Source: an optimization exercise on an open RTL-to-GDS flow (aim: a short achievable clock period and few clock cycles). Production flows keep margins and buffers that such runs may drop.
The RTL was checked by simulation tests, not by an equivalence proof against the original design.
Power and IR drop assume default switching activity.

<file path="flow/design.v">
module dmem_lsu #(
  parameter int DEPTH   = 64,
  parameter int LATENCY = 1
) (
  input  logic        i_clk,
  input  logic        i_rst_n,
  input  logic        i_req,
  input  logic        i_we,
  input  logic [1:0]  i_size,
  input  logic        i_unsigned_ld,
  input  logic [31:0] i_addr,
  input  logic [31:0] i_wdata,
  output logic        o_ready,
  output logic        o_resp_valid,
  output logic        o_resp_err,
  output logic [31:0] o_rdata
);
  localparam int AW = $clog2(DEPTH);
  typedef enum logic {IDLE, BUSY} state_t;
  state_t      r_state, w_state_nxt;
  logic [3:0]  r_cnt, w_cnt_nxt;
  logic [31:0] r_mem [DEPTH];
  logic [31:0] r_word;
  logic        r_we, r_err, r_uns;
  logic [1:0]  r_size, r_lane;
  logic        w_accept, w_err, w_misalign;
  logic [AW-1:0] w_idx;
  logic [3:0]  w_be;
  logic [31:0] w_wd, w_ext;
  logic [15:0] w_half;
  logic [7:0]  w_byte;
  assign o_ready      = (r_state == IDLE) || (r_cnt == 4'd0);
  assign o_resp_valid = (r_state == BUSY) && (r_cnt == 4'd0);
  assign w_accept     = i_req & o_ready & i_rst_n;
  assign w_misalign = 1'b0;
  assign w_err = (i_size == 2'b11) || (i_addr[31:AW+2] != '0) || w_misalign;
  assign w_idx = i_addr[AW+1:2];
  assign w_be  = i_size == 2'b00 ? 4'b0001 << i_addr[1:0] :
                 i_size == 2'b01 ? (i_addr[1] ? 4'b1100 : 4'b0011) : 4'b1111;
  assign w_wd  = i_size == 2'b00 ? {4{i_wdata[7:0]}} :
                 i_size == 2'b01 ? {2{i_wdata[15:0]}} : i_wdata;
  always_ff @(posedge i_clk or negedge i_rst_n) begin
    if (!i_rst_n) begin
      r_state <= IDLE;
      r_cnt   <= '0;
    end else begin
      r_state <= w_state_nxt;
      r_cnt   <= w_cnt_nxt;
    end
  end
  always_comb begin
    w_state_nxt = r_state;
    w_cnt_nxt   = r_cnt;
    if (w_accept) begin
      w_state_nxt = BUSY;
      w_cnt_nxt   = 4'(LATENCY - 1);
    end else if (o_resp_valid) w_state_nxt = IDLE;
    else if (r_state == BUSY) w_cnt_nxt = r_cnt - 4'd1;
  end
  always_ff @(posedge i_clk or negedge i_rst_n) begin
    if (!i_rst_n) begin
      r_we   <= 1'b0;
      r_err  <= 1'b0;
      r_uns  <= 1'b0;
      r_size <= '0;
      r_lane <= '0;
    end else if (w_accept) begin
      r_we   <= i_we;
      r_err  <= w_err;
      r_uns  <= i_unsigned_ld;
      r_size <= i_size;
      r_lane <= i_addr[1:0];
    end
  end
  always_ff @(posedge i_clk) begin
    if (w_accept) begin
      if (!w_err && i_we)
        for (int b = 0; b < 4; b++)
          if (w_be[b]) r_mem[w_idx][8*b +: 8] <= w_wd[8*b +: 8];
      r_word <= r_mem[w_idx];
    end
  end
  assign w_byte = r_word[8*r_lane +: 8];
  assign w_half = r_lane[1] ? r_word[31:16] : r_word[15:0];
  assign w_ext  = r_size == 2'b00 ? {{24{~r_uns & w_byte[7]}}, w_byte} :
                  r_size == 2'b01 ? {{16{~r_uns & w_half[15]}}, w_half} : r_word;
  assign o_resp_err = o_resp_valid & r_err;
  assign o_rdata    = (o_resp_valid & ~r_err & ~r_we) ? w_ext : '0;
endmodule
</file>
<file path="flow/run.sh">
#!/bin/bash
# synth_recipe.tcl (not shown) runs the flow's synth.tcl, then flattens the netlist and writes it again
# the make line also repeats each setting of config.mk as NAME=value (left out here)
make -C /OpenROAD-flow-scripts/flow DESIGN_CONFIG=/design/flow/config.mk WORK_HOME=/design/flow/orfs CLKGATE_MAP_FILE= SYNTH_SCRIPT=/design/flow/synth_recipe.tcl finish
</file>
<file path="flow/config.mk">
export PLATFORM = sky130hd
export DESIGN_NAME = dmem_lsu
export DESIGN_NICKNAME = dmem_lsu
export VERILOG_FILES = /design/flow/design.v
export SDC_FILE = /design/flow/constraint.sdc
export NUM_CORES = 4
export LEC_CHECK = 0
export CAP_MARGIN = 20
export CORE_MARGIN = 2
export CORE_UTILIZATION = 40
export SETUP_SLACK_MARGIN = 1.0
export SLEW_MARGIN = 20
</file>
<file path="flow/constraint.sdc">
create_clock -name core_clock -period 3.8 [get_ports {i_clk}]
set_input_delay 0.7600 -clock core_clock [delete_from_list [all_inputs] [get_ports {i_clk}]]
set_output_delay 0.7600 -clock core_clock [all_outputs]
set_load 0.01 [all_outputs]
</file>
==> flow_metrics.tcl <==
set metrics [dict create \
    clock-root-buffer "clkbuf_16" \
    design_area_sq_um 99700 \
    syn-cell-area_sq_um 80700 \
    crit_fanout 5 \
    crit_type "flip-flop to output port" \
    grt_pass1_wl_um 380000 \
    netlist_instances 4676 \
    r2r_end "r_mem[45][23]" \
    drv_slew 0 \
    ctsHoldBuffers 0 \
    arrival_ps 2930 \
    reg2reg_depth 17 \
    drive_gt1_share_pct 25.8 \
    finalNetCount 5444 \
    grt_remaining_overflow 0 \
    place_area_sq_um 89500 \
    avgViaCountPerCell 6.25 \
    reg2reg_slack_ps 670 \
    clk_pin_slew_worst_paths_ps 60 \
    maxCapViolCount 0 \
    placedCellCount 7726 \
    timing.rr.start "r_cnt[0]" \
    initial_utilization_pct 40.3 \
    grt_max_degree 76 \
    ir_drop_uv 399 \
    cts_sinks 2092 \
    ys_ff_latch 2092 \
    wl_per_cell_um 34.1 \
    cts_buffers 205 \
    leakage_uw 0.0323 \
    crit_end "o_rdata[12]" \
    numPortBuffers 105 \
    area_delta_synth_final_pct 23.5 \
    synth_area_per_cell_sq_um 17.3 \
    ys_seq_area_share_pct 77.8 \
    track_usage_pct 26.4 \
    max_freq_ghz 0.271 \
    die_w_um 453 \
    synth_edf_count 2080 \
    clock_latency_ps 870 \
    rsz0062_at_grt "true" \
    cts-htree-levels 4 \
    num_vias 51200 \
    status "timing/DRC/antenna clean" \
    ios 106 \
    finalCritPeriodShare_pct 97.1 \
    die_h_um 453 \
    p_per_area_nw_per_um2 495 \
    startpoint "r_lane[1]" \
    post-route-util_pct 49.8 \
    cp-start-kind "flip-flop" \
    grt_pass1_vias 48200 \
    power_uw 49300 \
    synth_nets 4749 \
    hold_path.class "primary input to flip-flop" \
    dp_hpwl_um 183000 \
    setup_tns_ps 0 \
    grt_antenna_before_repair 10 \
    async_flop_share_pct 0.574 \
    place_congestion 0.974 \
    worstPathRequired_ps 3040 \
    max_slew_margin_pct 17.7 \
    std_cell_rows 164 \
    fin_crit_ps 3690 \
    clock_path_buffers 3 \
    cts_tree "built" \
    final_cell_mix "edfxtp_1, buf_4, a221oi_1" \
    finClkSkew_ps 53.9 \
    core_area_sq_um 200000 \
    drt_wl_total_um 280000 \
    final_common_cell "edfxtp_1" \
    synthFlopType "edfxtp_1" \
    final_cells 8197 \
    drtIter0Drc 8450 \
    crit_path_end_kind "output port" \
    drt_first_pass_iters 6 \
    setup_violations 0 \
    hold_violations 0 \
    synth_cell_types 61 \
    drtAntennaViolNets 0 \
    yosysWarnings 1 \
    remaining_drc_errors 0 \
    tightest_slew_ps 1230 \
    die_area_sq_um 205000 \
]
-- kinds of logic after synthesis --
kind of cell | Yosys count | share of synthesized area (%)
AO/OA/AOI/OAI | 1244 | 11.4
XOR/XNOR | 2 | 0.0217
adder cells (fa/ha/maj) | 2 | 0.0310
buffers and inverters | 387 | 2.08
flip-flops | 2092 | 77.8
multiplexers | 319 | 5.20
AND/OR/NAND/NOR | 630 | 3.44
-- flip-flops by register name (all words and copies together), names as in the netlist --
| name | flops |
|---|---|
| r_state | 1 |
| r_lane | 2 |
| r_cnt | 4 |
| r_uns | 1 |
| r_mem | 2048 |
| r_size | 2 |
| r_word | 32 |
| r_err | 1 |
| r_we | 1 |
-- stage by stage --
stage | setup WS [ps] | hold WS (ps)
CTS | 103 | 183
finish | 111 | 216
floorplan | 758 | 447
detailed placement | 32.7 | 473
global route | 26.3 | 219
global placement | 12.6 | 461
-- cell usage after synthesis, types with 5 or more instances --
| cell | n | area share, % |
|---|---|---|
| nor2_1 | 335 | 1.6 |
| a31oi_1 | 11 | 0.085 |
| and2_1 | 7 | 0.054 |
| and3_1 | 18 | 0.14 |
| nor2b_1 | 11 | 0.085 |
| a22o_1 | 35 | 0.38 |
| nor4_1 | 19 | 0.15 |
| nand4_1 | 19 | 0.15 |
| a211oi_1 | 18 | 0.17 |
| mux4_2 | 75 | 2.1 |
| o22ai_1 | 140 | 1.1 |
| nand3_1 | 8 | 0.050 |
| nor3_1 | 20 | 0.12 |
| a21oi_1 | 130 | 0.81 |
| a211o_1 | 13 | 0.14 |
| buf_6 | 5 | 0.070 |
| mux2i_1 | 192 | 2.4 |
| buf_2 | 108 | 0.67 |
| buf_1 | 48 | 0.22 |
| or3_1 | 16 | 0.12 |
| buf_4 | 15 | 0.14 |
| o22a_1 | 16 | 0.17 |
| nand2_1 | 136 | 0.63 |
| o21a_1 | 15 | 0.14 |
| dfrtp_1 | 12 | 0.37 |
| a311oi_1 | 10 | 0.11 |
| inv_1 | 23 | 0.11 |
| edfxtp_1 | 2080 | 77 |
| o21ai_0 | 104 | 0.65 |
| clkbuf_1 | 186 | 0.87 |
| nor3b_1 | 5 | 0.047 |
| a22oi_1 | 325 | 3.0 |
| nand2b_1 | 11 | 0.085 |
| a221o_1 | 30 | 0.37 |
| a2111oi_0 | 5 | 0.054 |
| mux2_2 | 52 | 0.73 |
| or4_1 | 14 | 0.13 |
| a221oi_1 | 370 | 4.0 |
-- area by class of cell --
cell class	instances	area [sq um]
flip-flops and latches	2092	62800
repair buffers	846	8930
diodes	3	7.51
multi-input cells	2201	17800
clock buffers	251	5320
clock inverters	123	1390
well taps	2656	3320
inverters	25	105
fillers	16200	100000
-- where the power goes --
group | total, uW | leakage, uW | internal (uW) | switching [uW]
sequential | 25600 | 0.0189 | 25600 | 68.5
combinational | 3390 | 0.0101 | 1080 | 2320
clock | 20300 | 0.00323 | 11400 | 8850
total | 49300 | 0.0323 | 38100 | 11200
-- timing repair --
action / 4_1_cts / 5_1_grt
cloned: 13 / 16
gates resized for setup: 390 / 344
setup endpoints to repair: 2086 / 2089
pin swaps: 43 / 84
buffers inserted: 40 / 24
-- metal layers --
| metal | global-route usage (%) | part of all wire, % | routed length, um | vias to the layer above |
|---|---|---|---|---|
| met3 | 6.89 | 12 | 32400 | 700 |
| met4 | 15.4 | 6.8 | 18900 | 10 |
| met2 | 39.5 | 45 | 125000 | 3464 |
| met5 | 0 | 0.025 | 69 | - |
| met1 | 34.6 | 37 | 103000 | 26300 |
| li1 | - | - | - | 20800 |
-- worst min path at each step --
stage,cells past startpoint,slack (ps),start,end
after floorplan,2,450,r_we,r_we
after global placement,2,460,r_we,r_we
after detailed placement,2,470,r_we,r_we
after CTS,1,180,i_wdata[6],r_mem[41][6]
after global routing,1,220,i_wdata[6],r_mem[42][6]
final,1,220,i_wdata[6],r_mem[41][6]
-- worst max-delay path, cell delays in order (launching register included) --
cell and delay [ps]:
dfrtp_2 470, mux2i_4 210, mux2i_1 180, nor2b_1 150, o211ai_1 120, buf_4 190
buf_12 140, buf_8 130, a31oi_4 240, buf_6 140, buf_6 90
Testbench counts, summed over its fixed seeds: cycles 16,000.

## separate check: timing with driven ports
The results above use ideal ports. As a check the final layout listed here was re-extracted and re-timed, cells and wires unchanged. Step 1 sets driving cells, clkbuf_16 on the clock port and buf_2 on the other inputs (assumed; they add their load-dependent delay and slew). Step 2 moves the port delays by t, midway between the first and last clock arrival at a register: inputs arrive t later, outputs are due t later. That takes back most of the time a late clock gives input paths. a / b / c = ideal / step 1 / step 2; a / b = the first two.
t (ns): 0.956
setup WS [ns]: 0.111 / 0.011 / -0.241
worst setup path at the end: input to register
With both steps, setup timing fails in this run, where it was met with ideal ports. The setup slack of this run moves by -0.100 ns with the drivers and by -0.352 ns with both steps.
